Background: an optimization exercise with open tools, aiming at small area, a short achievable clock period and few clock cycles per item. Do not read the settings as production practice. In this exercise RTL edits were held to simulation tests only and were not proved equivalent to the original.

`design/flow/design.v`:
```
package aesPkg;
  typedef logic [32-1:0] aesWord;
  typedef union packed {
    logic [128-1:0] flat;
    aesWord [0:3]               cols;
  } aesBlock;
  typedef logic [4-1:0] roundIdx;
  function automatic logic [7:0] xtime(input logic [7:0] b);
    xtime = {b[6:0], 1'b0} ^ (b[7] ? 8'h1B : 8'h00);
  endfunction
endpackage
`timescale 1ns/10ps
module gXor (input logic a, input logic b, output logic y);
  assign y = a ^ b;
endmodule
module gXnor (input logic a, input logic b, output logic y);
  assign y = ~(a ^ b);
endmodule
module gNand (input logic a, input logic b, output logic y);
  assign y = ~(a & b);
endmodule
module gNor (input logic a, input logic b, output logic y);
  assign y = ~(a | b);
endmodule
module sBox (
  input  logic [7:0] in,
  output logic [7:0] out
);
  logic U0, U1, U2, U3, U4, U5, U6, U7;
  logic S0, S1, S2, S3, S4, S5, S6, S7;
  logic L0, L1, L2, L3, L4, L5, L6, L7, L8, L9, L10, L11;
  logic L12, L13, L14, L15, L16, L17, L18, L19, L20, L21, L22, L23;
  logic L24, L25, L26, L27, L28, L29, M1, M2, M3, M4, M5, M6;
  logic M7, M8, M9, M10, M11, M12, M13, M14, M15, M16, M17, M18;
  logic M19, M20, M21, M22, M23, M24, M25, M26, M27, M28, M29, M30;
  logic M31, M32, M33, M34, M35, M36, M37, M38, M39, M40, M41, M42;
  logic M43, M44, M45, M46, M47, M48, M49, M50, M51, M52, M53, M54;
  logic M55, M56, M57, M58, M59, M60, M61, M62, M63, T1, T2, T3;
  logic T4, T5, T6, T7, T8, T9, T10, T11, T12, T13, T14, T15;
  logic T16, T17, T18, T19, T20, T21, T22, T23, T24, T25, T26, T27;
  assign {U0, U1, U2, U3, U4, U5, U6, U7} = in;
  gXor gT1 (.a(U0), .b(U3), .y(T1));
  gXor gT2 (.a(U0), .b(U5), .y(T2));
  gXor gT3 (.a(U0), .b(U6), .y(T3));
  gXor gT4 (.a(U3), .b(U5), .y(T4));
  gXor gT5 (.a(U4), .b(U6), .y(T5));
  gXor gT6 (.a(T1), .b(T5), .y(T6));
  gXor gT7 (.a(U1), .b(U2), .y(T7));
  gXor gT8 (.a(U7), .b(T6), .y(T8));
  gXor gT9 (.a(U7), .b(T7), .y(T9));
  gXor gT10 (.a(T6), .b(T7), .y(T10));
  gXor gT11 (.a(U1), .b(U5), .y(T11));
  gXor gT12 (.a(U2), .b(U5), .y(T12));
  gXor gT13 (.a(T3), .b(T4), .y(T13));
  gXor gT14 (.a(T6), .b(T11), .y(T14));
  gXor gT15 (.a(T5), .b(T11), .y(T15));
  gXor gT16 (.a(T5), .b(T12), .y(T16));
  gXor gT17 (.a(T9), .b(T16), .y(T17));
  gXor gT18 (.a(U3), .b(U7), .y(T18));
  gXor gT19 (.a(T7), .b(T18), .y(T19));
  gXor gT20 (.a(T1), .b(T19), .y(T20));
  gXor gT21 (.a(U6), .b(U7), .y(T21));
  gXor gT22 (.a(T7), .b(T21), .y(T22));
  gXor gT23 (.a(T2), .b(T22), .y(T23));
  gXor gT24 (.a(T2), .b(T10), .y(T24));
  gXor gT25 (.a(T20), .b(T17), .y(T25));
  gXor gT26 (.a(T3), .b(T16), .y(T26));
  gXor gT27 (.a(T1), .b(T12), .y(T27));
  gNand gM1 (.a(T13), .b(T6), .y(M1));
  gNand gM2 (.a(T23), .b(T8), .y(M2));
  gXnor gM3 (.a(T14), .b(M1), .y(M3));
  gNand gM4 (.a(T19), .b(U7), .y(M4));
  gXor gM5 (.a(M4), .b(M1), .y(M5));
  gNand gM6 (.a(T3), .b(T16), .y(M6));
  gNand gM7 (.a(T22), .b(T9), .y(M7));
  gXnor gM8 (.a(T26), .b(M6), .y(M8));
  gNand gM9 (.a(T20), .b(T17), .y(M9));
  gXor gM10 (.a(M9), .b(M6), .y(M10));
  gNand gM11 (.a(T1), .b(T15), .y(M11));
  gNand gM12 (.a(T4), .b(T27), .y(M12));
  gXor gM13 (.a(M12), .b(M11), .y(M13));
  gNand gM14 (.a(T2), .b(T10), .y(M14));
  gXor gM15 (.a(M14), .b(M11), .y(M15));
  gXnor gM16 (.a(M3), .b(M2), .y(M16));
  gXor gM17 (.a(M5), .b(T24), .y(M17));
  gXnor gM18 (.a(M8), .b(M7), .y(M18));
  gXor gM19 (.a(M10), .b(M15), .y(M19));
  gXor gM20 (.a(M16), .b(M13), .y(M20));
  gXor gM21 (.a(M17), .b(M15), .y(M21));
  gXor gM22 (.a(M18), .b(M13), .y(M22));
  gXor gM23 (.a(M19), .b(T25), .y(M23));
  gXnor gM24 (.a(M22), .b(M23), .y(M24));
  gNand gM25 (.a(M22), .b(M20), .y(M25));
  gXor gM26 (.a(M21), .b(M25), .y(M26));
  gXnor gM27 (.a(M20), .b(M21), .y(M27));
  gXor gM28 (.a(M23), .b(M25), .y(M28));
  gNor gM29 (.a(M28), .b(M27), .y(M29));
  gNor gM30 (.a(M26), .b(M24), .y(M30));
  gNand gM31 (.a(M20), .b(M23), .y(M31));
  gNor gM32 (.a(M27), .b(M31), .y(M32));
  gXor gM33 (.a(M27), .b(M25), .y(M33));
  gNand gM34 (.a(M21), .b(M22), .y(M34));
  gNor gM35 (.a(M24), .b(M34), .y(M35));
  gXor gM36 (.a(M24), .b(M25), .y(M36));
  gXor gM37 (.a(M21), .b(M29), .y(M37));
  gXor gM38 (.a(M32), .b(M33), .y(M38));
  gXor gM39 (.a(M23), .b(M30), .y(M39));
  gXor gM40 (.a(M35), .b(M36), .y(M40));
  gXor gM41 (.a(M38), .b(M40), .y(M41));
  gXor gM42 (.a(M37), .b(M39), .y(M42));
  gXor gM43 (.a(M37), .b(M38), .y(M43));
  gXor gM44 (.a(M39), .b(M40), .y(M44));
  gXor gM45 (.a(M42), .b(M41), .y(M45));
  gNand gM46 (.a(M44), .b(T6), .y(M46));
  gNand gM47 (.a(M40), .b(T8), .y(M47));
  gNand gM48 (.a(M39), .b(U7), .y(M48));
  gNand gM49 (.a(M43), .b(T16), .y(M49));
  gNand gM50 (.a(M38), .b(T9), .y(M50));
  gNand gM51 (.a(M37), .b(T17), .y(M51));
  gNand gM52 (.a(M42), .b(T15), .y(M52));
  gNand gM53 (.a(M45), .b(T27), .y(M53));
  gNand gM54 (.a(M41), .b(T10), .y(M54));
  gNand gM55 (.a(M44), .b(T13), .y(M55));
  gNand gM56 (.a(M40), .b(T23), .y(M56));
  gNand gM57 (.a(M39), .b(T19), .y(M57));
  gNand gM58 (.a(M43), .b(T3), .y(M58));
  gNand gM59 (.a(M38), .b(T22), .y(M59));
  gNand gM60 (.a(M37), .b(T20), .y(M60));
  gNand gM61 (.a(M42), .b(T1), .y(M61));
  gNand gM62 (.a(M45), .b(T4), .y(M62));
  gNand gM63 (.a(M41), .b(T2), .y(M63));
  gXor gL0 (.a(M61), .b(M62), .y(L0));
  gXor gL1 (.a(M50), .b(M56), .y(L1));
  gXor gL2 (.a(M46), .b(M48), .y(L2));
  gXor gL3 (.a(M47), .b(M55), .y(L3));
  gXor gL4 (.a(M54), .b(M58), .y(L4));
  gXor gL5 (.a(M49), .b(M61), .y(L5));
  gXnor gL6 (.a(M62), .b(L5), .y(L6));
  gXnor gL7 (.a(M46), .b(L3), .y(L7));
  gXor gL8 (.a(M51), .b(M59), .y(L8));
  gXor gL9 (.a(M52), .b(M53), .y(L9));
  gXnor gL10 (.a(M53), .b(L4), .y(L10));
  gXnor gL11 (.a(M60), .b(L2), .y(L11));
  gXor gL12 (.a(M48), .b(M51), .y(L12));
  gXnor gL13 (.a(M50), .b(L0), .y(L13));
  gXor gL14 (.a(M52), .b(M61), .y(L14));
  gXnor gL15 (.a(M55), .b(L1), .y(L15));
  gXnor gL16 (.a(M56), .b(L0), .y(L16));
  gXnor gL17 (.a(M57), .b(L1), .y(L17));
  gXnor gL18 (.a(M58), .b(L8), .y(L18));
  gXnor gL19 (.a(M63), .b(L4), .y(L19));
  gXor gL20 (.a(L0), .b(L1), .y(L20));
  gXor gL21 (.a(L1), .b(L7), .y(L21));
  gXor gL22 (.a(L3), .b(L12), .y(L22));
  gXor gL23 (.a(L18), .b(L2), .y(L23));
  gXor gL24 (.a(L15), .b(L9), .y(L24));
  gXor gL25 (.a(L6), .b(L10), .y(L25));
  gXor gL26 (.a(L7), .b(L9), .y(L26));
  gXor gL27 (.a(L8), .b(L10), .y(L27));
  gXor gL28 (.a(L11), .b(L14), .y(L28));
  gXor gL29 (.a(L11), .b(L17), .y(L29));
  gXor gS0 (.a(L6), .b(L24), .y(S0));
  gXnor gS1 (.a(L16), .b(L26), .y(S1));
  gXnor gS2 (.a(L19), .b(L28), .y(S2));
  gXor gS3 (.a(L6), .b(L21), .y(S3));
  gXor gS4 (.a(L20), .b(L22), .y(S4));
  gXor gS5 (.a(L25), .b(L29), .y(S5));
  gXnor gS6 (.a(L13), .b(L27), .y(S6));
  gXnor gS7 (.a(L6), .b(L23), .y(S7));
  assign out = {S0, S1, S2, S3, S4, S5, S6, S7};
endmodule
`timescale 1ns/10ps
module keyExpand (
  input  aesPkg::aesBlock keyQ,
  input  logic [7:0]      rcon,
  output aesPkg::aesBlock keyNext
);
  aesPkg::aesWord rotWord;
  aesPkg::aesWord subWord;
  aesPkg::aesWord prefix [4];
  assign rotWord = {keyQ.cols[3][23:0], keyQ.cols[3][31:24]};
  for (genvar i = 0; i < 4; i++) begin : gSubWord
    sBox i_sBox (
      .in  (rotWord[8*i +: 8]),
      .out (subWord[8*i +: 8])
    );
  end
  always_comb begin
    prefix[0] = keyQ.cols[0] ^ {rcon, 24'h000000};
    for (int c = 1; c < 4; c++) begin
      prefix[c] = prefix[c-1] ^ keyQ.cols[c];
    end
    for (int c = 0; c < 4; c++) begin
      keyNext.cols[c] = prefix[c] ^ subWord;
    end
  end
endmodule
`timescale 1ns/10ps
module roundDatapath (
  input  aesPkg::aesBlock state,
  input  logic            mixEn,
  output aesPkg::aesBlock shifted,
  output aesPkg::aesBlock mixTerm
);
  aesPkg::aesBlock subbed;
  for (genvar i = 0; i < 16; i++) begin : gSubBytes
    sBox i_sBox (
      .in  (state.flat[8*i +: 8]),
      .out (subbed.flat[8*i +: 8])
    );
  end
  always_comb begin
    for (int c = 0; c < 4; c++) begin
      for (int r = 0; r < 4; r++) begin
        shifted.cols[c][8*(3-r) +: 8] = subbed.cols[(c+r)%4][8*(3-r) +: 8];
      end
    end
  end
  for (genvar c = 0; c < 4; c++) begin : gMix
    mixColumn i_mixColumn (
      .col  (shifted.cols[c]),
      .en   (mixEn),
      .term (mixTerm.cols[c])
    );
  end
endmodule
module mixColumn (
  input  aesPkg::aesWord col,
  input  logic           en,
  output aesPkg::aesWord term
);
  logic [7:0] a [4];
  logic [7:0] d [4];
  logic [7:0] x [4];
  logic [7:0] termN [4];
  logic [7:0] all;
  logic       enN;
  assign enN = !en;
  for (genvar i = 0; i < 4; i++) begin : gByte
    assign a[i] = col[8*(3-i) +: 8];
  end
  for (genvar i = 0; i < 4; i++) begin : gPair
    for (genvar k = 0; k < 8; k++) begin : gBit
      gXor i_d (.a(a[i][k]), .b(a[(i+1)%4][k]), .y(d[i][k]));
    end
  end
  for (genvar k = 0; k < 8; k++) begin : gAll
    gXor i_all (.a(d[0][k]), .b(d[2][k]), .y(all[k]));
  end
  for (genvar i = 0; i < 4; i++) begin : gXtime
    assign x[i][0] = d[i][7];
    assign x[i][2] = d[i][1];
    assign x[i][5] = d[i][4];
    assign x[i][6] = d[i][5];
    assign x[i][7] = d[i][6];
    gXor i_x1 (.a(d[i][0]), .b(d[i][7]), .y(x[i][1]));
    gXor i_x3 (.a(d[i][2]), .b(d[i][7]), .y(x[i][3]));
    gXor i_x4 (.a(d[i][3]), .b(d[i][7]), .y(x[i][4]));
  end
  for (genvar i = 0; i < 4; i++) begin : gTerm
    for (genvar k = 0; k < 8; k++) begin : gBit
      gXnor i_t (.a(x[i][k]), .b(all[k]), .y(termN[i][k]));
      gNor  i_e (.a(termN[i][k]), .b(enN), .y(term[8*(3-i) + k]));
    end
  end
endmodule
`timescale 1ns/10ps
module roundControl (
  input  logic       validIn,
  input  logic       busy,
  input  logic [7:0] rcon,
  output logic       lastRound,
  output logic       busyNext,
  output logic       validNext
);
  assign lastRound = (rcon == 8'h36);
  assign busyNext  = (validIn && !busy) || (busy && !lastRound);
  assign validNext = busy && lastRound;
endmodule
`timescale 1ns/10ps
module aesEncryptCore (
  input  logic    clk,
  input  logic    arstN,
  input  logic    validIn,
  input  aesPkg::aesBlock key,
  input  aesPkg::aesBlock data,
  output aesPkg::aesBlock dataOut,
  output aesPkg::aesBlock keyOut,
  output logic    validOut,
  output logic    busy
);
  aesPkg::aesBlock state;
  aesPkg::aesBlock keyQ;
  logic [7:0]      rcon;
  logic            lastRound;
  logic            busyNext;
  logic            validNext;
  aesPkg::aesBlock shifted;
  aesPkg::aesBlock mixTerm;
  aesPkg::aesBlock base;
  aesPkg::aesBlock keyNext;
  aesPkg::aesBlock keyD;
  aesPkg::aesBlock stateD;
  roundControl i_roundControl (
    .validIn   (validIn),
    .busy      (busy),
    .rcon      (rcon),
    .lastRound (lastRound),
    .busyNext  (busyNext),
    .validNext (validNext)
  );
  keyExpand i_keyExpand (
    .keyQ    (keyQ),
    .rcon    (rcon),
    .keyNext (keyNext)
  );
  roundDatapath i_roundDatapath (
    .state     (state),
    .mixEn     (busy && !lastRound),
    .shifted   (shifted),
    .mixTerm   (mixTerm)
  );
  assign keyD        = busy ? keyNext : key;
  assign base.flat   = (busy ? shifted.flat : data.flat) ^ keyD.flat;
  assign stateD.flat = base.flat ^ mixTerm.flat;
  always_ff @(posedge clk or negedge arstN) begin
    if (!arstN) begin
      busy     <= 1'b0;
      validOut <= 1'b0;
    end else begin
      busy     <= busyNext;
      validOut <= validNext;
    end
  end
  always_ff @(posedge clk) begin
    rcon  <= busy ? aesPkg::xtime(rcon) : 8'(8'h01);
    keyQ  <= keyD;
    state <= stateD;
  end
  assign dataOut = state;
  assign keyOut  = keyQ;
endmodule
```
`design/flow/run.sh`:
```
#!/bin/bash
# synth_recipe.tcl (not shown) runs the flow's synth.tcl, then flattens the netlist and writes it again
# the make line also repeats each setting of config.mk as NAME=value (left out here)
make -C /OpenROAD-flow-scripts/flow DESIGN_CONFIG=/design/flow/config.mk WORK_HOME=/design/flow/orfs CLKGATE_MAP_FILE= SYNTH_SCRIPT=/design/flow/synth_recipe.tcl finish
```
`design/flow/config.mk`:
```
export PLATFORM = sky130hd
export DESIGN_NAME = aesEncryptCore
export DESIGN_NICKNAME = aesEncryptCore
export VERILOG_FILES = /design/flow/design.v
export SDC_FILE = /design/flow/constraint.sdc
export NUM_CORES = 4
export LEC_CHECK = 0
export CAP_MARGIN = 20
export CELL_PAD_IN_SITES_DETAIL_PLACEMENT = 0
export CELL_PAD_IN_SITES_GLOBAL_PLACEMENT = 0
export CORE_MARGIN = 2
export CORE_UTILIZATION = 65
export PLACE_DENSITY = 0.8
export SLEW_MARGIN = 20
export SYNTH_HIERARCHICAL = 1
```
`design/flow/constraint.sdc`:
```
create_clock -name core_clock -period 20.0 [get_ports {clk}]
set_input_delay 4.0000 -clock core_clock [delete_from_list [all_inputs] [get_ports {clk}]]
set_output_delay 4.0000 -clock core_clock [all_outputs]
set_load 0.01 [all_outputs]
```
==> flow_metrics.env, run 1 <==
export IMPL_status="finished clean"
export IMPL_synth_cell_type_count=22
export IMPL_holdBufCountCts=0
export IMPL_die_h_um=244
export IMPL_syn_inst=4343
export IMPL_wl_per_cell_um=23.0
export IMPL_cp_cell_sequence="xor2_1 > xor2_1 > xor2_1 > nand2_1 > xor2_1 > xor2_1 > xor2_1 > xnor2_1 > xor2_1 > xor2_1 > xor2_1 > xor2_1 > nand2_1 > xor2_1 > xor2_1 > xor2_1 > xnor2_1 > xnor2_1 > xor2_1 > xor2_1 > mux2i_1 > xnor2_1"
export IMPL_slew_viol_final=0
export IMPL_place_area_um2=42200
export IMPL_final_common_cell="xor2_1"
export IMPL_grt_max_degree=144
export IMPL_grt_pass1_wl_mm=185
export IMPL_drv_cap=0
export IMPL_tns_ns=0
export IMPL_synth_area_um2=37500
export IMPL_fillers=4469
export IMPL_io_pins=517
export IMPL_dr_pass1_iters=5
export IMPL_crit_end="state[3]"
export IMPL_first_global_vias=29700
export IMPL_hpwl_mm=105
export IMPL_cts_setup_buffers=0
export IMPL_rrSetupSlack_ns=12.53
export IMPL_cp_slowest_cell="xnor2_1"
export IMPL_track_usage_pct=41.2
export IMPL_mostFrequentLayoutCells="xor2_1 (2,035), xnor2_1 (752), nand2_1 (600)"
export IMPL_worst_path_largest_cell_delay_ns=0.65
export IMPL_worst_setup_path_type="reg2reg"
export IMPL_syn_to_final_growth_pct=16.0
export IMPL_cts_root_buf="clkbuf_16"
export IMPL_synth_seq_cells=266
export IMPL_synth_area_leaders="xor2_1 (48%), xnor2_1 (18%), dfxtp_1 (14%), nand2_1 (6.0%), mux2_2 (3.8%)"
export IMPL_viasPerCell=5.44
export IMPL_grt_overflow=0
export IMPL_tightest_slew_ns=1.25
export IMPL_antenna_found_initial=3
export IMPL_clock_sinks=266
export IMPL_finClkSkew_ns=0.0200
export IMPL_max_freq_mhz=134
export IMPL_cts_tree="done"
export IMPL_final_seq_area_um2=5340
export IMPL_clockBufferDepth=3
export IMPL_numCtsBuffers=35
export IMPL_startpoint_type="flop"
export IMPL_end_kind="flop"
export IMPL_post_route_min_period_ns=7.47
export IMPL_syn_area_per_cell_um2=8.63
export IMPL_arrival_ns=7.90
export IMPL_critPathTopFamily="XOR/XNOR gates"
export IMPL_placementRows=88
export IMPL_r2r_cells=22
export IMPL_path_common_cell="xor2_1"
export IMPL_finalSetupViolCount=0
export IMPL_port_buffers=516
export IMPL_worst_path_stages=22
export IMPL_place_congestion=1.06
export IMPL_core_um2=57400
export IMPL_final_nets=4987
export IMPL_yosys_warnings=17
export IMPL_drt_iter0_markers=2308
export IMPL_max_slew_margin_pct=16.2
export IMPL_syn_nets=4602
export IMPL_drc=0
export IMPL_finalHoldViolCount=0
export IMPL_synth_top_area_share_pct=47.6
export IMPL_clk_pin_slew_worst_paths_ns=0.06
export IMPL_crit_fanout=5
export IMPL_die_area_um2=59600
export IMPL_rr_endpoint="state[3]"
export IMPL_clkLatencyLatePin_ns=0.57
export IMPL_multiInputGateArea_um2=30500
export IMPL_synth_area_leader_cell="xor2_1"
export IMPL_start_util_pct=65.3
export IMPL_crit_buf_inv=0
export IMPL_cts_resized=0
export IMPL_ys_seq_area_share_pct=14.2
export IMPL_fin_crit_sh_pct=37.3
export IMPL_worstPathRequired_ns=20.43
export IMPL_hold_class="reg2reg"
export IMPL_wl_mm=127
export IMPL_rsz0062_at_grt="false"
export IMPL_stdcell_area_um2=43500
export IMPL_htree_num_levels=2
export IMPL_drive_above_1_share_pct=4.82
export IMPL_rr_startpoint="keyQ[28]"
export IMPL_hold_slack_ns=0.541
export IMPL_crit_start="keyQ[28]"
export IMPL_ant_nets=0
export IMPL_vias=30100
export IMPL_die_x_um=244
-- modules after synthesis (local to each module, per instance), a selection --
module          area, µm²  cells inside  times used
gNor                 3.75             1         208
roundControl         50.0             7           1
gXnor                8.76             1         528
keyExpand            1870           200           1
aesEncryptCore      11900           948           1
sBox                 60.1             8          20
gXor                 8.76             1        1688
mixColumn            3.75             1           4
gNand                3.75             1         600
-- state kept, by name (all words and copies together), names as in the netlist --
register / count
busy: 1
keyQ: 128
rcon: 8
state: 128
validOut: 1
-- how the worst min path moves through the flow --
stage | cells after the start | start | end
2_1_floorplan | 1 | rcon[4] | rcon[5]
3_3_place_gp | 1 | rcon[1] | rcon[2]
3_5_place_dp | 1 | rcon[1] | rcon[2]
4_1_cts | 1 | rcon[1] | rcon[2]
5_1_grt | 1 | rcon[6] | rcon[7]
6_report | 1 | rcon[1] | rcon[2]
-- metrics by stage --
stage | cells | setup slack (ns) | util (%)
after floorplan | 4343 | 14.43 | -
after CTS | 5519 | 12.68 | 75.8
after detailed placement | 5456 | 12.73 | 73.5
after global routing | 5520 | 12.19 | 75.8
final | 5521 | 12.53 | 75.8
after global placement | 5456 | 12.63 | 73.5
-- worst reg2reg max path, stage by stage (launching register included) --
cell and delay [ns]:
dfxtp_1 0.53, xor2_1 0.47, xor2_1 0.51, xor2_1 0.36, nand2_1 0.11, xor2_1 0.27, xor2_1 0.20, xor2_1 0.40
xnor2_1 0.23, xor2_1 0.20, xor2_1 0.35, xor2_1 0.33, xor2_1 0.22, nand2_1 0.12, xor2_1 0.39, xor2_1 0.22
xor2_1 0.45, xnor2_1 0.32, xnor2_1 0.65, xor2_1 0.32, xor2_1 0.20, mux2i_1 0.11, xnor2_1 0.38
-- cell families (layout without fill, tap and decap cells) --
family          count (synthesis)  count (layout)  share of synthesized area (%)
other cells                     0               2                              0
compound gates                  1               1                         0.0234
simple gates                  822             822                           8.35
xor+xnor                     2803            2803                           65.8
mux                           256             256                           7.27
flops                         266             266                           14.2
buf+inv                       195             606                           4.27
-- cell usage after synthesis (all sizes together) --
master / number
dfxtp: 264
nor2b: 1
mux2i: 128
or4b: 1
inv: 5
or2: 1
and2: 7
nand2: 600
xnor2: 768
nand2b: 1
nor2: 209
dfrtp: 2
clkbuf: 1
o31a: 1
buf: 189
xor2: 2035
nand4b: 1
mux2: 128
nor3: 1
-- final cells by class --
class,count,area share [%]
sequential,266,12.3
tap,765,2.20
clock inverter,16,0.599
multi-input combinational,3882,70.2
antenna,2,0.0115
clock buffer,47,2.35
timing repair buffer,538,12.3
inverter,5,0.0432
-- per-layer routing --
layer  GRT usage (%)  part of all wire, %
met2            64.3                   44
met1            53.3                   41
met4            24.9                  6.9
met3            6.64                  8.4
met5               0               0.0094
Testbench counts, summed over its fixed seeds: cycles 5,640, blocks 512.
==> run 2, diff against run 1 <==
==> design/flow/flow/run.sh (new file) <==
#!/bin/bash
# The standard layout, except that the port buffers are the smallest
# plain buffer (buf_1) instead of the delay buffer buffer_ports picks by
# default. Every port still gets its own buffer; the SDC, the clock period
# and every other step are the standard ones.
set -euo pipefail
bash standard.sh synth > synth.log 2>&1
bash standard.sh "BUFFER_PORTS_ARGS=-buffer_cell sky130_fd_sc_hd__buf_1" finish > layout.log 2>&1
==> design/flow/standard.sh (new file) <==
#!/bin/bash
# synth_recipe.tcl (not shown) runs the flow's synth.tcl, then flattens the netlist and writes it again
# the make line also repeats each setting of config.mk as NAME=value (left out here)
make -C /OpenROAD-flow-scripts/flow DESIGN_CONFIG=/design/flow/config.mk WORK_HOME=/design/flow/orfs CLKGATE_MAP_FILE= SYNTH_SCRIPT=/design/flow/synth_recipe.tcl "${@:-finish}"
--- a/design/flow/config.mk
+++ b/design/flow/config.mk
@@ -10,6 +10,6 @@
 export CELL_PAD_IN_SITES_GLOBAL_PLACEMENT = 0
 export CORE_MARGIN = 2
-export CORE_UTILIZATION = 65
-export PLACE_DENSITY = 0.8
+export CORE_UTILIZATION = 50
+export PLACE_DENSITY = 0.65
 export SLEW_MARGIN = 20
 export SYNTH_HIERARCHICAL = 1
removed: design/flow/run.sh
==> flow_metrics.env, run 2 <==
export IMPL_tightest_slew_ns=1.20
export IMPL_mostFrequentLayoutCells="xor2_1 (2,035), xnor2_1 (751), nand2_1 (600)"
export IMPL_core_um2=74300
export IMPL_numCtsBuffers=35
export IMPL_synth_cell_type_count=22
export IMPL_syn_inst=4343
export IMPL_post_route_min_period_ns=7.55
export IMPL_ys_seq_area_share_pct=14.2
export IMPL_drive_above_1_share_pct=4.53
export IMPL_rr_startpoint="keyQ[15]"
export IMPL_arrival_ns=7.99
export IMPL_drc=0
export IMPL_end_kind="flop"
export IMPL_worstPathRequired_ns=20.44
export IMPL_syn_area_per_cell_um2=8.63
export IMPL_max_freq_mhz=132
export IMPL_rr_endpoint="state[86]"
export IMPL_status="finished clean"
export IMPL_synth_simple_area_share_pct=8.35
export IMPL_first_global_vias=28900
export IMPL_die_h_um=278
export IMPL_cts_resized=0
export IMPL_startpoint_type="flop"
export IMPL_rsz0062_at_grt="false"
export IMPL_tns_ns=0
export IMPL_min_from="rcon[4]"
export IMPL_io_pins=517
export IMPL_worst_setup_path_type="reg2reg"
export IMPL_synth_most_common_cell="xor2_1"
export IMPL_hold_class="reg2reg"
export IMPL_syn_to_final_growth_pct=7.76
export IMPL_synth_area_leaders="xor2_1 (48%), xnor2_1 (18%), dfxtp_1 (14%), nand2_1 (6.0%), mux2_2 (3.8%)"
export IMPL_clock_sinks=266
export IMPL_synthAdderAreaFrac_pct=0
export IMPL_grt_pass1_wl_mm=188
export IMPL_finClkSkew_ns=0.0286
export IMPL_synthXorXnorAreaFrac_pct=65.8
export IMPL_slew_viol_final=0
export IMPL_viasPerCell=5.08
export IMPL_wl_mm=132
export IMPL_die_area_um2=77100
export IMPL_synth_seq_cells=266
export IMPL_fillers=7197
export IMPL_final_nets=4976
export IMPL_hold_path_depth=1
export IMPL_crit_fanout=5
export IMPL_synth_ff_type="dfxtp_1"
export IMPL_clockBufferDepth=3
export IMPL_final_common_cell="xor2_1"
export IMPL_reg_top3="keyQ (128), state (128), rcon (8)"
export IMPL_synthArstFlopShare_pct=0.752
export IMPL_drt_iter0_markers=2170
export IMPL_cts_tree="done"
export IMPL_synth_area_um2=37500
export IMPL_place_congestion=1.06
export IMPL_grt_max_degree=128
export IMPL_wl_per_cell_um=23.1
export IMPL_placementRows=100
export IMPL_syn_nets=4602
export IMPL_synth_area_leader_cell="xor2_1"
export IMPL_synthTopCellsByCount="xor2_1 (2,035), xnor2_1 (752), nand2_1 (600)"
export IMPL_start_util_pct=50.4
export IMPL_hold_path_end="rcon[5]"
export IMPL_holdBufCountCts=0
export IMPL_htree_num_levels=2
export IMPL_track_usage_pct=33.0
export IMPL_drv_cap=0
export IMPL_antenna_found_initial=2
export IMPL_synth_mux_area_share_pct=7.27
export IMPL_place_area_um2=39100
export IMPL_yosys_warnings=17
export IMPL_fin_crit_sh_pct=37.8
export IMPL_clk_pin_slew_worst_paths_ns=0.06
export IMPL_dr_pass1_iters=5
export IMPL_hold_slack_ns=0.540
export IMPL_clkLatencyLatePin_ns=0.57
export IMPL_cts_setup_buffers=0
export IMPL_synth_compound_area_share_pct=0.0234
export IMPL_ant_nets=0
export IMPL_synth_top_family_by_area="XOR/XNOR gates"
export IMPL_hpwl_mm=113
export IMPL_utilization_pct=54.3
export IMPL_synth_top_area_share_pct=47.6
export IMPL_vias=29100
export IMPL_cts_root_buf="clkbuf_16"
export IMPL_finalHoldViolCount=0
export IMPL_rrSetupSlack_ns=12.45
export IMPL_die_x_um=278
export IMPL_max_slew_margin_pct=19.2
export IMPL_grt_overflow=0
export IMPL_port_buffers=516
export IMPL_r2r_cells=21
export IMPL_stdcell_area_um2=40400
export IMPL_finalSetupViolCount=0
export IMPL_synth_enable_flop_cells=0
run 2: cell counts after synthesis:
No cell type changed its count.
run 2: Yosys stat by module (local to each module, per instance), a selection:
module	flip-flops and latches	cells	cell area (µm²)	copies in the design
roundControl	0	7	50.0	1
gXnor	0	1	8.76	528
keyExpand	0	200	1870	1
gNor	0	1	3.75	208
gXor	0	1	8.76	1688
gNand	0	1	3.75	600
mixColumn	0	1	3.75	4
sBox	0	8	60.1	20
aesEncryptCore	266	948	11900	1
run 2: kinds of logic (layout without fill, tap and decap cells):
| logic type | Yosys count | count (layout) |
|---|---|---|
| AO/OA/AOI/OAI | 1 | 1 |
| XOR/XNOR | 2803 | 2803 |
| buffers and inverters | 195 | 595 |
| flip-flops | 266 | 266 |
| multiplexers | 256 | 256 |
| other | 0 | 2 |
| AND/OR/NAND/NOR | 822 | 822 |
run 2: layout make-up:
| type | count | area, µm² | area share [%] |
|---|---|---|---|
| multi-input cells | 3882 | 30500 | 75.7 |
| flip-flops and latches | 266 | 5340 | 13.2 |
| clock inverters | 15 | 220 | 0.545 |
| well taps | 969 | 1210 | 3.00 |
| inverters | 5 | 18.8 | 0.0465 |
| clock buffers | 48 | 997 | 2.47 |
| repair buffers | 527 | 2030 | 5.03 |
| diodes | 2 | 5.00 | 0.0124 |
run 2: how the worst max path moves through the flow:
stage | from | slack [ns] | depth (start not counted) | to
6_report | keyQ[15] | 12.45 | 21 | state[86]
3_3_place_gp | keyQ[15] | 12.67 | 21 | state[86]
4_1_cts | keyQ[15] | 12.67 | 21 | state[86]
5_1_grt | keyQ[12] | 12.24 | 21 | state[86]
3_5_place_dp | keyQ[15] | 12.74 | 21 | state[86]
2_1_floorplan | state[44] | 14.43 | 22 | state[103]
run 2: critical path: stages, from the launching register on:
cell and delay [ns]:
dfxtp_1 0.54, xor2_1 0.46, xor2_1 0.51, xor2_1 0.36, nand2_1 0.11, xor2_1 0.26, xor2_1 0.20, xor2_1 0.41
xnor2_1 0.23, xor2_1 0.20, xor2_1 0.34, xor2_1 0.30, xor2_1 0.21, nand2_1 0.12, xor2_1 0.41, xnor2_1 0.16
xnor2_1 0.53, xnor2_1 0.23, xnor2_1 0.80, xor2_1 0.54, mux2i_1 0.29, xnor2_1 0.19
run 2: metal layers:
layer | GRT usage, % | wire length (µm) | vias up
li1 | - | - | 14000
met1 | 43.1 | 56600 | 13900
met2 | 54.0 | 59900 | 995
met3 | 4.89 | 9250 | 197
met4 | 14.2 | 6160 | 0
met5 | 0 | 0 | -
run 2: through the flow:
step           std cells  setup WS [ns]
2_1_floorplan       4343          14.43
3_3_place_gp        5649          12.67
3_5_place_dp        5649          12.74
4_1_cts             5712          12.67
5_1_grt             5712          12.24
6_report            5714          12.45
==> run 3, diff against run 2 <==
--- a/design/flow/design.v
+++ b/design/flow/design.v
@@ -171,12 +171,9 @@
 endmodule
 `timescale 1ns/10ps
-module keyExpand (
+module keySubWord (
   input  aesPkg::aesBlock keyQ,
-  input  logic [7:0]      rcon,
-  output aesPkg::aesBlock keyNext
+  output aesPkg::aesWord  subWord
 );
   aesPkg::aesWord rotWord;
-  aesPkg::aesWord subWord;
-  aesPkg::aesWord prefix [4];
   assign rotWord = {keyQ.cols[3][23:0], keyQ.cols[3][31:24]};
   for (genvar i = 0; i < 4; i++) begin : gSubWord
@@ -186,9 +183,17 @@
     );
   end
+endmodule
+module keyExpand (
+  input  aesPkg::aesBlock keyQ,
+  input  aesPkg::aesWord  subWord,
+  input  logic [7:0]      rcon,
+  output aesPkg::aesBlock keyNext
+);
+  aesPkg::aesWord prefix [4];
   always_comb begin
     prefix[0] = keyQ.cols[0] ^ {rcon, 24'h000000};
-    for (int c = 1; c < 4; c++) begin
-      prefix[c] = prefix[c-1] ^ keyQ.cols[c];
-    end
+    prefix[1] = prefix[0] ^ keyQ.cols[1];
+    prefix[2] = prefix[0] ^ (keyQ.cols[1] ^ keyQ.cols[2]);
+    prefix[3] = prefix[1] ^ (keyQ.cols[2] ^ keyQ.cols[3]);
     for (int c = 0; c < 4; c++) begin
       keyNext.cols[c] = prefix[c] ^ subWord;
@@ -197,11 +202,8 @@
 endmodule
 `timescale 1ns/10ps
-module roundDatapath (
+module subBytes (
   input  aesPkg::aesBlock state,
-  input  logic            mixEn,
-  output aesPkg::aesBlock shifted,
-  output aesPkg::aesBlock mixTerm
+  output aesPkg::aesBlock subbed
 );
-  aesPkg::aesBlock subbed;
   for (genvar i = 0; i < 16; i++) begin : gSubBytes
     sBox i_sBox (
@@ -210,4 +212,11 @@
     );
   end
+endmodule
+module roundDatapath (
+  input  aesPkg::aesBlock subbed,
+  input  logic            mixEn,
+  output aesPkg::aesBlock shifted,
+  output aesPkg::aesBlock mixTerm
+);
   always_comb begin
     for (int c = 0; c < 4; c++) begin
@@ -268,13 +277,17 @@
 module roundControl (
   input  logic       validIn,
-  input  logic       busy,
-  input  logic [7:0] rcon,
-  output logic       lastRound,
-  output logic       busyNext,
-  output logic       validNext
-);
-  assign lastRound = (rcon == 8'h36);
-  assign busyNext  = (validIn && !busy) || (busy && !lastRound);
-  assign validNext = busy && lastRound;
+  input  logic       actB,
+  input  logic [7:0] rconB,
+  output logic       load,
+  output logic       mixEn,
+  output logic       actANext,
+  output logic       finANext
+);
+  logic lastB;
+  assign lastB = (rconB == 8'h36);
+  assign load  = !actB;
+  assign mixEn = actB && !lastB;
+  assign actANext = load ? validIn : !lastB;
+  assign finANext = actB && lastB;
 endmodule
 `timescale 1ns/10ps
@@ -290,53 +303,78 @@
   output logic    busy
 );
-  aesPkg::aesBlock state;
-  aesPkg::aesBlock keyQ;
-  logic [7:0]      rcon;
-  logic            lastRound;
-  logic            busyNext;
-  logic            validNext;
+  aesPkg::aesBlock stateA;
+  aesPkg::aesBlock keyA;
+  logic [7:0]      rconA;
+  logic            actA;
+  aesPkg::aesBlock subbedB;
+  aesPkg::aesBlock keyB;
+  aesPkg::aesWord  subWordB;
+  logic [7:0]      rconB;
+  logic            actB;
+  logic            load;
+  logic            mixEn;
+  logic            actANext;
+  logic            finANext;
+  aesPkg::aesBlock subbed;
+  aesPkg::aesWord  subWord;
   aesPkg::aesBlock shifted;
   aesPkg::aesBlock mixTerm;
-  aesPkg::aesBlock base;
   aesPkg::aesBlock keyNext;
   aesPkg::aesBlock keyD;
   aesPkg::aesBlock stateD;
   roundControl i_roundControl (
-    .validIn   (validIn),
-    .busy      (busy),
-    .rcon      (rcon),
-    .lastRound (lastRound),
-    .busyNext  (busyNext),
-    .validNext (validNext)
+    .validIn  (validIn),
+    .actB     (actB),
+    .rconB    (rconB),
+    .load     (load),
+    .mixEn    (mixEn),
+    .actANext (actANext),
+    .finANext (finANext)
+  );
+  subBytes i_subBytes (
+    .state  (stateA),
+    .subbed (subbed)
+  );
+  keySubWord i_keySubWord (
+    .keyQ    (keyA),
+    .subWord (subWord)
   );
   keyExpand i_keyExpand (
-    .keyQ    (keyQ),
-    .rcon    (rcon),
+    .keyQ    (keyB),
+    .subWord (subWordB),
+    .rcon    (rconB),
     .keyNext (keyNext)
   );
   roundDatapath i_roundDatapath (
-    .state     (state),
-    .mixEn     (busy && !lastRound),
-    .shifted   (shifted),
-    .mixTerm   (mixTerm)
+    .subbed  (subbedB),
+    .mixEn   (mixEn),
+    .shifted (shifted),
+    .mixTerm (mixTerm)
   );
-  assign keyD        = busy ? keyNext : key;
-  assign base.flat   = (busy ? shifted.flat : data.flat) ^ keyD.flat;
-  assign stateD.flat = base.flat ^ mixTerm.flat;
+  assign keyD        = load ? key : keyNext;
+  assign stateD.flat = load ? (data.flat ^ key.flat)
+                            : (shifted.flat ^ mixTerm.flat ^ keyNext.flat);
   always_ff @(posedge clk or negedge arstN) begin
     if (!arstN) begin
-      busy     <= 1'b0;
+      actA     <= 1'b0;
+      actB     <= 1'b0;
       validOut <= 1'b0;
     end else begin
-      busy     <= busyNext;
-      validOut <= validNext;
+      actA     <= actANext;
+      actB     <= actA;
+      validOut <= finANext;
     end
   end
   always_ff @(posedge clk) begin
-    rcon  <= busy ? aesPkg::xtime(rcon) : 8'(8'h01);
-    keyQ  <= keyD;
-    state <= stateD;
-  end
-  assign dataOut = state;
-  assign keyOut  = keyQ;
+    rconA    <= load ? 8'(8'h01) : aesPkg::xtime(rconB);
+    keyA     <= keyD;
+    stateA   <= stateD;
+    rconB    <= rconA;
+    keyB     <= keyA;
+    subWordB <= subWord;
+    subbedB  <= subbed;
+  end
+  assign busy    = actB;
+  assign dataOut = stateA;
+  assign keyOut  = keyA;
 endmodule
==> design/flow/run.sh (new file) <==
#!/bin/bash
# synth_recipe.tcl (not shown) runs the flow's synth.tcl, then flattens the netlist and writes it again
# the make line also repeats each setting of config.mk as NAME=value (left out here)
make -C /OpenROAD-flow-scripts/flow DESIGN_CONFIG=/design/flow/config.mk WORK_HOME=/design/flow/orfs CLKGATE_MAP_FILE= SYNTH_SCRIPT=/design/flow/synth_recipe.tcl finish
--- a/design/flow/config.mk
+++ b/design/flow/config.mk
@@ -10,6 +10,6 @@
 export CELL_PAD_IN_SITES_GLOBAL_PLACEMENT = 0
 export CORE_MARGIN = 2
-export CORE_UTILIZATION = 50
-export PLACE_DENSITY = 0.65
+export CORE_UTILIZATION = 65
+export PLACE_DENSITY = 0.8
 export SLEW_MARGIN = 20
 export SYNTH_HIERARCHICAL = 1
removed: design/flow/flow/run.sh
removed: design/flow/standard.sh
==> flow_metrics.env, run 3 <==
export IMPL_syn_to_final_growth_pct=13.5
export IMPL_grt_max_degree=63
export IMPL_min_from="rconA[4]"
export IMPL_io_pins=517
export IMPL_place_area_um2=49400
export IMPL_final_cell_count_no_fill=5844
export IMPL_rsz0062_at_grt="false"
export IMPL_grt_pass1_wl_mm=190
export IMPL_die_x_um=268
export IMPL_worstPathRequired_ns=16.00
export IMPL_ys_seq_area_share_pct=24.9
export IMPL_max_freq_mhz=168
export IMPL_crit_buf_inv=1
export IMPL_final_nets=5121
export IMPL_worst_setup_path_type="reg2out"
export IMPL_drive_above_1_share_pct=5.99
export IMPL_rr_endpoint="subbedB[50]"
export IMPL_crit_fanout=7
export IMPL_syn_nets=4850
export IMPL_synth_most_common_cell="xor2_1"
export IMPL_fillers=5166
export IMPL_synth_area_leaders="xor2_1 (34%), dfxtp_1 (25%), xnor2_1 (13%), xnor3_1 (6.3%), buf_4 (5.0%)"
export IMPL_fin_crit_sh_pct=29.7
export IMPL_clk_pin_slew_worst_paths_ns=0.06
export IMPL_track_usage_pct=35.6
export IMPL_critPathTopFamily="buffers and inverters"
export IMPL_wl_mm=131
export IMPL_r2r_cells=16
export IMPL_hold_path_depth=0
export IMPL_finalSetupViolCount=0
export IMPL_cp_cell_sequence="clkdlybuf4s50_1"
export IMPL_drt_iter0_markers=2041
export IMPL_max_slew_margin_pct=26.6
export IMPL_cts_setup_buffers=0
export IMPL_viasPerCell=5.18
export IMPL_die_h_um=268
export IMPL_tns_ns=0
export IMPL_tightest_slew_ns=1.10
export IMPL_drv_cap=0
export IMPL_yosys_warnings=17
export IMPL_synth_area_um2=45400
export IMPL_fin_ws_ns=14.06
export IMPL_hold_path_end="rconB[4]"
export IMPL_multiInputGateArea_um2=31700
export IMPL_clock_sinks=563
export IMPL_wl_per_cell_um=22.4
export IMPL_die_area_um2=72000
export IMPL_cp_slowest_cell="clkdlybuf4s50_1"
export IMPL_final_common_cell="xor2_1"
export IMPL_rr_startpoint="stateA[55]"
export IMPL_synth_cell_type_count=24
export IMPL_dr_pass1_iters=6
export IMPL_slew_viol_final=0
export IMPL_drc=0
export IMPL_hold_class="reg2reg"
export IMPL_vias=30300
export IMPL_grt_overflow=0
export IMPL_numCtsBuffers=60
export IMPL_core_um2=68800
export IMPL_cts_tree="done"
export IMPL_antenna_found_initial=2
export IMPL_cts_resized=0
export IMPL_rrSetupSlack_ns=14.60
export IMPL_clockBufferDepth=3
export IMPL_synth_enable_flop_cells=0
export IMPL_cts_root_buf="clkbuf_16"
export IMPL_worst_path_largest_cell_delay_ns=0.74
export IMPL_status="finished clean"
export IMPL_post_route_min_period_ns=5.94
export IMPL_finClkSkew_ns=0.0263
export IMPL_syn_area_per_cell_um2=9.89
export IMPL_synth_ff_type="dfxtp_1"
export IMPL_synthTopCellsByCount="xor2_1 (1,752), xnor2_1 (699), nand2_1 (600)"
export IMPL_stdcell_area_um2=51600
export IMPL_start_util_pct=66.0
export IMPL_pre_cts_ws_ns=14.53
export IMPL_clkLatencyLatePin_ns=0.65
export IMPL_hpwl_mm=108
export IMPL_syn_inst=4591
export IMPL_synthArstFlopShare_pct=0.533
export IMPL_placementRows=96
export IMPL_synth_area_leader_cell="xor2_1"
export IMPL_final_seq_area_um2=11300
export IMPL_synth_seq_cells=563
export IMPL_ant_nets=0
export IMPL_port_buffers=516
export IMPL_htree_num_levels=2
export IMPL_synth_top_area_share_pct=33.8
export IMPL_finalHoldViolCount=0
export IMPL_end_kind="output pin"
export IMPL_arrival_ns=1.94
export IMPL_place_congestion=1.02
export IMPL_startpoint_type="flop"
export IMPL_first_global_vias=30900
export IMPL_holdBufCountCts=0
export IMPL_dp_cells=5731
export IMPL_mostFrequentLayoutCells="xor2_1 (1,752), xnor2_1 (699), nand2_1 (600)"
[run 3: worst max-delay path by stage]
stage / startpoint / end / cells past startpoint
after floorplan: keyA[0] / keyOut[0] / 0
after global placement: key[46] / stateA[46] / 3
after detailed placement: key[46] / stateA[46] / 3
after CTS: stateA[40] / dataOut[40] / 1
after global routing: stateA[40] / dataOut[40] / 1
final: stateA[40] / dataOut[40] / 1
[run 3: cell families (layout without fill, tap and decap cells)]
logic type | after synthesis | after routing | share of synthesized area (%)
AO/OA/AOI/OAI | 2 | 2 | 0.0248
other | 0 | 1 | 0
AND/OR/NAND/NOR | 820 | 820 | 6.87
flip-flops | 563 | 563 | 24.9
multiplexers | 256 | 256 | 7.02
buffers and inverters | 323 | 644 | 5.43
XOR/XNOR | 2627 | 2627 | 55.8
[run 3: per-module statistics from Yosys (local to each module, per instance), a selection]
module	area, µm²	copies in the design
roundDatapath	961	1
aesEncryptCore	18800	1
gNor	3.75	208
keyExpand	1900	1
gNand	3.75	600
roundControl	58.8	1
gXor	8.76	1688
mixColumn	3.75	4
sBox	60.1	20
gXnor	8.76	528
[run 3: per-stage QoR]
stage,utilization (%),hold slack [ns]
floorplan,-,0.310
global placement,71.8,0.310
detailed placement,71.8,0.314
CTS,74.9,0.327
global route,74.9,0.331
finish,74.9,0.326
[run 3: final cells by class]
cell class	count	area share (%)
Multi-Input combinational cell	3705	61.4
Sequential cell	563	21.9
Timing Repair Buffer	527	10.2
Clock buffer	77	3.21
Tap cell	931	2.26
Clock inverter	35	0.988
Inverter	5	0.0510
Antenna cell	1	0.00485
[run 3: routing by layer]
metal	up-vias	wire length, µm	global-route usage (%)
met3	245	8950	6.37
met5	-	12	0
li1	14500	-	-
met2	1056	61000	59.7
met4	2	6290	15.3
met1	14400	54500	45.0
Testbench counts of run 3, summed over its fixed seeds: cycles 5,640, blocks 512.
==> run 4, diff against run 3 <==
--- a/design/flow/design.v
+++ b/design/flow/design.v
@@ -23,4 +23,10 @@
   assign y = ~(a | b);
 endmodule
+module gMux (input logic s, input logic a, input logic b, output logic y);
+  assign y = s ? b : a;
+endmodule
+module gMuxN (input logic s, input logic a, input logic b, output logic y);
+  assign y = ~(s ? b : a);
+endmodule
 module sBox (
   input  logic [7:0] in,
@@ -190,13 +196,11 @@
   output aesPkg::aesBlock keyNext
 );
-  aesPkg::aesWord prefix [4];
-  always_comb begin
-    prefix[0] = keyQ.cols[0] ^ {rcon, 24'h000000};
-    prefix[1] = prefix[0] ^ keyQ.cols[1];
-    prefix[2] = prefix[0] ^ (keyQ.cols[1] ^ keyQ.cols[2]);
-    prefix[3] = prefix[1] ^ (keyQ.cols[2] ^ keyQ.cols[3]);
-    for (int c = 0; c < 4; c++) begin
-      keyNext.cols[c] = prefix[c] ^ subWord;
-    end
+  aesPkg::aesWord subRcon;
+  assign subRcon = subWord ^ {rcon, 24'h000000};
+  for (genvar k = 0; k < 32; k++) begin : gBit
+    gXor i_c0 (.a(keyQ.cols[0][k]), .b(subRcon[k]),         .y(keyNext.cols[0][k]));
+    gXor i_c1 (.a(keyQ.cols[1][k]), .b(keyNext.cols[0][k]), .y(keyNext.cols[1][k]));
+    gXor i_c2 (.a(keyQ.cols[2][k]), .b(keyNext.cols[1][k]), .y(keyNext.cols[2][k]));
+    gXor i_c3 (.a(keyQ.cols[3][k]), .b(keyNext.cols[2][k]), .y(keyNext.cols[3][k]));
   end
 endmodule
@@ -352,7 +356,12 @@
     .mixTerm (mixTerm)
   );
-  assign keyD        = load ? key : keyNext;
-  assign stateD.flat = load ? (data.flat ^ key.flat)
-                            : (shifted.flat ^ mixTerm.flat ^ keyNext.flat);
+  for (genvar k = 0; k < 128; k++) begin : gLoad
+    logic mixed;
+    logic pickedN;
+    gMux  i_key   (.s(load), .a(keyNext.flat[k]), .b(key.flat[k]), .y(keyD.flat[k]));
+    gXor  i_mix   (.a(shifted.flat[k]), .b(mixTerm.flat[k]), .y(mixed));
+    gMuxN i_pick  (.s(load), .a(mixed), .b(data.flat[k]), .y(pickedN));
+    gXnor i_ark   (.a(pickedN), .b(keyD.flat[k]), .y(stateD.flat[k]));
+  end
   always_ff @(posedge clk or negedge arstN) begin
     if (!arstN) begin
==> design/flow/flow/run.sh (new file) <==
#!/bin/bash
# The standard layout, except that the port buffers are the smallest
# plain buffer (buf_1) instead of the delay buffer buffer_ports picks by
# default. Every port still gets its own buffer; the SDC, the clock period
# and every other step are the standard ones.
set -euo pipefail
bash standard.sh synth > synth.log 2>&1
bash standard.sh "BUFFER_PORTS_ARGS=-buffer_cell sky130_fd_sc_hd__buf_1" finish > layout.log 2>&1
==> design/flow/standard.sh (new file) <==
#!/bin/bash
# synth_recipe.tcl (not shown) runs the flow's synth.tcl, then flattens the netlist and writes it again
# the make line also repeats each setting of config.mk as NAME=value (left out here)
make -C /OpenROAD-flow-scripts/flow DESIGN_CONFIG=/design/flow/config.mk WORK_HOME=/design/flow/orfs CLKGATE_MAP_FILE= SYNTH_SCRIPT=/design/flow/synth_recipe.tcl "${@:-finish}"
removed: design/flow/run.sh
==> flow_metrics.env, run 4 <==
export IMPL_vias=29500
export IMPL_status="finished clean"
export IMPL_core_um2=64700
export IMPL_port_buffers=516
export IMPL_grt_overflow=0
export IMPL_clock_sinks=563
export IMPL_max_freq_mhz=176
export IMPL_cts_resized=0
export IMPL_synth_ff_type="dfxtp_1"
export IMPL_drive_above_1_share_pct=5.03
export IMPL_synth_cell_type_count=17
export IMPL_syn_inst=4545
export IMPL_fillers=5178
export IMPL_place_congestion=1.01
export IMPL_dr_pass1_iters=5
export IMPL_drc=0
export IMPL_yosys_warnings=17
export IMPL_cts_tree="done"
export IMPL_worst_path_largest_cell_delay_ns=0.70
export IMPL_syn_nets=4804
export IMPL_finalSetupViolCount=0
export IMPL_synth_top_area_share_pct=40.1
export IMPL_synthArstFlopShare_pct=0.533
export IMPL_clockBufferDepth=3
export IMPL_numCtsBuffers=61
export IMPL_io_pins=517
export IMPL_synth_area_um2=42700
export IMPL_startpoint_type="flop"
export IMPL_start_util_pct=66.0
export IMPL_synth_area_leaders="xor2_1 (40%), dfxtp_1 (26%), xnor2_1 (14%), nand2_1 (5.3%), buf_4 (5.1%)"
export IMPL_die_h_um=260
export IMPL_crit_fanout=7
export IMPL_ys_seq_area_share_pct=26.5
export IMPL_drt_iter0_markers=1955
export IMPL_fin_ws_ns=14.32
export IMPL_cts_setup_buffers=0
export IMPL_grt_pass1_wl_mm=173
export IMPL_hpwl_mm=96.6
export IMPL_viasPerCell=5.13
export IMPL_synth_most_common_cell="xor2_1"
export IMPL_finalHoldViolCount=0
export IMPL_syn_area_per_cell_um2=9.39
export IMPL_hold_class="reg2reg"
export IMPL_ant_nets=0
export IMPL_end_kind="output pin"
export IMPL_first_global_vias=29400
export IMPL_max_slew_margin_pct=26.4
export IMPL_syn_to_final_growth_pct=6.96
export IMPL_final_nets=5100
export IMPL_utilization_pct=70.5
export IMPL_synth_area_leader_cell="xor2_1"
export IMPL_arrival_ns=1.68
export IMPL_cp_slowest_cell="dfxtp_1"
export IMPL_post_route_min_period_ns=5.68
export IMPL_antenna_found_initial=14
export IMPL_tightest_slew_ns=1.10
export IMPL_tns_ns=0
export IMPL_htree_num_levels=2
export IMPL_finClkSkew_ns=0.0255
export IMPL_slew_viol_final=0
export IMPL_worst_setup_path_type="reg2out"
export IMPL_cts_root_buf="clkbuf_16"
export IMPL_rsz0062_at_grt="false"
export IMPL_holdBufCountCts=0
export IMPL_grt_max_degree=76
export IMPL_critPathTopFamily="flip-flops"
export IMPL_final_common_cell="xor2_1"
export IMPL_wl_mm=117
export IMPL_pre_cts_ws_ns=14.46
export IMPL_fin_crit_sh_pct=28.4
export IMPL_clk_pin_slew_worst_paths_ns=0.07
export IMPL_die_x_um=260
export IMPL_track_usage_pct=33.5
export IMPL_clkLatencyLatePin_ns=0.63
export IMPL_cp_cell_sequence="buf_1"
export IMPL_synthTopCellsByCount="xor2_1 (1,952), xnor2_1 (659), nand2_1 (600)"
export IMPL_mostFrequentLayoutCells="xor2_1 (1,952), xnor2_1 (659), nand2_1 (600)"
export IMPL_synth_seq_cells=563
export IMPL_placementRows=93
export IMPL_worstPathRequired_ns=16.00
export IMPL_wl_per_cell_um=20.4
export IMPL_crit_buf_inv=1
export IMPL_drv_cap=0
export IMPL_synth_enable_flop_cells=0
export IMPL_die_area_um2=67700
run 4: cells by family after synthesis:
group	share of synthesized area [%]
DFF	26.5
muxes	7.51
AOI/OAI and AO/OA	0.0264
xor gates and xnor gates	53.6
buffers and inverters	5.11
and+or+nand+nor	7.31
run 4: final cells by class:
cell class	instances	area, µm²	share of cell area, %
sequential	563	11300	24.7
tap	855	1070	2.34
multi-input combinational	3689	29200	64.0
clock inverter	41	402	0.880
inverter	5	26.3	0.0576
timing repair buffer	521	1970	4.33
clock buffer	73	1660	3.64
antenna	7	17.5	0.0384
run 4: Yosys stat by module, one instance, submodules excluded, excerpt:
module	cell area, µm²	flops+latches	cells inside
roundControl	58.8	0	7
gMuxN	10.0	0	1
gXnor	8.76	0	1
gNor	3.75	0	1
roundDatapath	961	0	128
gMux	15.0	0	1
sBox	60.1	0	8
gNand	3.75	0	1
mixColumn	3.75	0	1
run 4: worst paths after layout:
kind	startpoint	endpoint	slack (ns)	cells after the start
max	stateA[104]	dataOut[104]	14.32	1
min	rconA[0]	rconB[0]	0.32	0
max reg2reg	stateA[119]	subbedB[114]	14.67	16
min reg2reg	rconA[0]	rconB[0]	0.32	0
max in group asynchronous	arstN	actA	16.68	1
min in group asynchronous	arstN	actB	3.17	1
run 4: per-stage QoR:
stage,hold slack (ns),cell area [µm²],cells
after floorplan,0.310,42700,4545
after detailed placement,0.314,43600,5633
after CTS,0.322,45600,5747
final,0.321,45600,5754
after global placement,0.310,43600,5633
after global routing,0.331,45600,5752
run 4: metal layers:
metal | wire (µm) | global-route usage [%] | up-vias | part of all wire (%)
met5 | 77 | 0 | - | 0.066
met4 | 5760 | 15.3 | 10 | 4.9
met3 | 7260 | 5.97 | 214 | 6.2
met2 | 54400 | 55.6 | 892 | 46
met1 | 49700 | 42.4 | 14000 | 42
li1 | - | - | 14400 | -
Testbench counts of run 4, summed over its fixed seeds: cycles 5,640, blocks 512.
==> run 5, diff against run 4 <==
--- a/design/flow/design.v
+++ b/design/flow/design.v
@@ -23,9 +23,6 @@
   assign y = ~(a | b);
 endmodule
-module gMux (input logic s, input logic a, input logic b, output logic y);
-  assign y = s ? b : a;
-endmodule
-module gMuxN (input logic s, input logic a, input logic b, output logic y);
-  assign y = ~(s ? b : a);
+module gAo (input logic a1, input logic a2, input logic b1, input logic b2, output logic y);
+  assign y = (a1 & a2) | (b1 & b2);
 endmodule
 module sBox (
@@ -358,9 +355,9 @@
   for (genvar k = 0; k < 128; k++) begin : gLoad
     logic mixed;
-    logic pickedN;
-    gMux  i_key   (.s(load), .a(keyNext.flat[k]), .b(key.flat[k]), .y(keyD.flat[k]));
-    gXor  i_mix   (.a(shifted.flat[k]), .b(mixTerm.flat[k]), .y(mixed));
-    gMuxN i_pick  (.s(load), .a(mixed), .b(data.flat[k]), .y(pickedN));
-    gXnor i_ark   (.a(pickedN), .b(keyD.flat[k]), .y(stateD.flat[k]));
+    logic picked;
+    gAo   i_key  (.a1(load), .a2(key.flat[k]), .b1(actB), .b2(keyNext.flat[k]), .y(keyD.flat[k]));
+    gXor  i_mix  (.a(shifted.flat[k]), .b(mixTerm.flat[k]), .y(mixed));
+    gAo   i_pick (.a1(load), .a2(data.flat[k]), .b1(actB), .b2(mixed), .y(picked));
+    gXor  i_ark  (.a(picked), .b(keyD.flat[k]), .y(stateD.flat[k]));
   end
   always_ff @(posedge clk or negedge arstN) begin
==> flow_metrics.env, run 5 <==
export IMPL_clock_sinks=563
export IMPL_fin_crit_sh_pct=29.0
export IMPL_hpwl_mm=101
export IMPL_syn_area_per_cell_um2=9.18
export IMPL_tightest_slew_ns=1.01
export IMPL_drive_above_1_share_pct=2.27
export IMPL_synth_enable_flop_cells=0
export IMPL_viasPerCell=5.27
export IMPL_cts_root_buf="clkbuf_16"
export IMPL_placementRows=92
export IMPL_dp_cells=5628
export IMPL_first_global_vias=29900
export IMPL_fin_ws_ns=14.20
export IMPL_port_buffers=516
export IMPL_htree_num_levels=2
export IMPL_synth_ff_type="dfxtp_1"
export IMPL_yosys_warnings=16
export IMPL_drv_cap=0
export IMPL_ys_seq_area_share_pct=27.1
export IMPL_cts_tree="done"
export IMPL_finalHoldViolCount=0
export IMPL_clkLatencyLatePin_ns=0.64
export IMPL_startpoint_type="flop"
export IMPL_worstPathRequired_ns=16.00
export IMPL_start_util_pct=65.9
export IMPL_worst_path_largest_cell_delay_ns=0.88
export IMPL_synth_seq_cells=563
export IMPL_final_nets=5101
export IMPL_track_usage_pct=35.9
export IMPL_die_h_um=257
export IMPL_final_cell_count_no_fill=5742
export IMPL_synth_top_area_share_pct=43.7
export IMPL_end_kind="output pin"
export IMPL_stdcell_area_um2=44700
export IMPL_grt_pass1_wl_mm=181
export IMPL_max_slew_margin_pct=32.5
export IMPL_slew_viol_final=0
export IMPL_crit_buf_inv=1
export IMPL_numCtsBuffers=58
export IMPL_place_congestion=1.00
export IMPL_pre_cts_ws_ns=14.74
export IMPL_mostFrequentLayoutCells="xor2_1 (2,080), nand2_1 (600), dfxtp_1 (560)"
export IMPL_synth_cell_type_count=16
export IMPL_arrival_ns=1.80
export IMPL_hold_slack_ns=0.324
export IMPL_syn_inst=4545
export IMPL_drt_iter0_markers=2433
export IMPL_post_route_min_period_ns=5.80
export IMPL_io_pins=517
export IMPL_drc=0
export IMPL_syn_nets=4804
export IMPL_synth_most_common_cell="xor2_1"
export IMPL_synth_area_leader_cell="xor2_1"
export IMPL_cp_cell_sequence="buf_1"
export IMPL_cts_setup_buffers=0
export IMPL_status="finished clean"
export IMPL_synth_area_um2=41700
export IMPL_holdBufCountCts=0
export IMPL_dr_pass1_iters=6
export IMPL_die_area_um2=66200
export IMPL_place_area_um2=42600
export IMPL_worst_setup_path_type="reg2out"
export IMPL_vias=30200
export IMPL_final_seq_area_um2=11300
export IMPL_multiInputGateArea_um2=28200
export IMPL_cts_resized=0
export IMPL_crit_fanout=57
export IMPL_core_um2=63300
export IMPL_ant_nets=0
export IMPL_critPathTopFamily="flip-flops"
export IMPL_clk_pin_slew_worst_paths_ns=0.06
export IMPL_finClkSkew_ns=0.0241
export IMPL_clockBufferDepth=3
export IMPL_fillers=5157
export IMPL_tns_ns=0
export IMPL_final_common_cell="xor2_1"
export IMPL_rsz0062_at_grt="false"
export IMPL_syn_to_final_growth_pct=7.11
export IMPL_synthTopCellsByCount="xor2_1 (2,080), nand2_1 (600), dfxtp_1 (560)"
export IMPL_synth_area_leaders="xor2_1 (44%), dfxtp_1 (27%), xnor2_1 (11%), nand2_1 (5.4%), a22o_1 (5.4%)"
export IMPL_die_x_um=257
export IMPL_synthArstFlopShare_pct=0.533
export IMPL_grt_max_degree=95
export IMPL_max_freq_mhz=173
export IMPL_wl_per_cell_um=21.4
export IMPL_finalSetupViolCount=0
export IMPL_cp_slowest_cell="dfrtp_4"
export IMPL_antenna_found_initial=11
export IMPL_hold_class="reg2reg"
export IMPL_wl_mm=123
export IMPL_grt_overflow=0
[run 5: cell types whose count changed after synthesis]
| cell | previous run | this run |
|---|---|---|
| mux2_4 | 128 | 0 |
| xor2_1 | 1952 | 2080 |
| a22o_1 | 0 | 256 |
| mux2i_1 | 128 | 0 |
| xnor2_1 | 659 | 531 |
[run 5: layer usage]
metal / GRT usage [%] / wire, µm / up-vias
li1: - / - / 14600
met1: 47.0 / 52400 / 14300
met2: 57.1 / 54600 / 1136
met3: 7.23 / 9610 / 219
met4: 16.3 / 6200 / 6
met5: 0 / 42 / -
[run 5: stage by stage]
step | util [%]
floorplan | -
global placement | 67.3
detailed placement | 67.3
CTS | 70.5
global route | 70.6
finish | 70.6
[run 5: logic make-up after synthesis]
logic type / share of synthesized area [%]
and+or+nand+nor: 7.48
DFF: 27.1
buffers and inverters: 5.23
xor gates and xnor gates: 54.8
AOI/OAI and AO/OA: 5.40
[run 5: layout make-up]
type	count	share of cell area (%)
multi-input combinational	3689	63.2
clock buffer	81	3.83
clock inverter	25	0.728
timing repair buffer	525	4.49
tap	846	2.37
inverter	5	0.0588
sequential	563	25.3
antenna	8	0.0448
[run 5: Yosys stat by module (local to each module, per instance), a selection]
module | cells inside | cell area [µm²]
roundDatapath | 128 | 961
gXnor | 1 | 8.76
gAo | 1 | 8.76
roundControl | 7 | 58.8
aesEncryptCore | 574 | 11400
sBox | 8 | 60.1
keyExpand | 8 | 70.1
mixColumn | 1 | 3.75
[run 5: worst paths after layout]
kind,cells past startpoint,from,slack (ns),end
max,1,actB,14.20,busy
min,0,rconA[1],0.32,rconB[1]
max reg2reg,16,stateA[116],14.64,subbedB[114]
min reg2reg,0,rconA[1],0.32,rconB[1]
max in group asynchronous,1,arstN,16.66,actB
min in group asynchronous,1,arstN,3.16,actB
Testbench counts of run 5, summed over its fixed seeds: cycles 5,640, blocks 512.

afterwards: timing with drivers on the ports:
No port has a modelled driver above. Below, the same layouts with a new extraction and two added sets of constraints.
Step 1 (the two cells are an assumption about what drives the block):
set clk [get_ports {clk}]
set_driving_cell -lib_cell sky130_fd_sc_hd__clkbuf_16 $clk
set_driving_cell -lib_cell sky130_fd_sc_hd__buf_2 [delete_from_list [all_inputs] $clk]
Step 2 times the ports against the registers' clock, not the clock port: input delays grow and output delays shrink by t, the midpoint of the rising clock arrivals with the driver on.
Three values: no drivers, after step 1, after step 2; two values: the first two.
run | shift t [ns] | slack for setup (ns) | pins driven straight from the clock port
run 1 | 0.623 | 12.533 / 12.533 / 12.533 | 1
run 2 | 0.625 | 12.446 / 12.446 / 12.446 | 1
run 3 | 0.705 | 14.056 / 13.988 / 14.461 | 1
run 4 | 0.692 | 14.322 / 14.253 / 14.545 | 1
run 5 | 0.693 | 14.203 / 14.140 / 14.642 | 1
After both steps setup and hold are still met in every run listed.
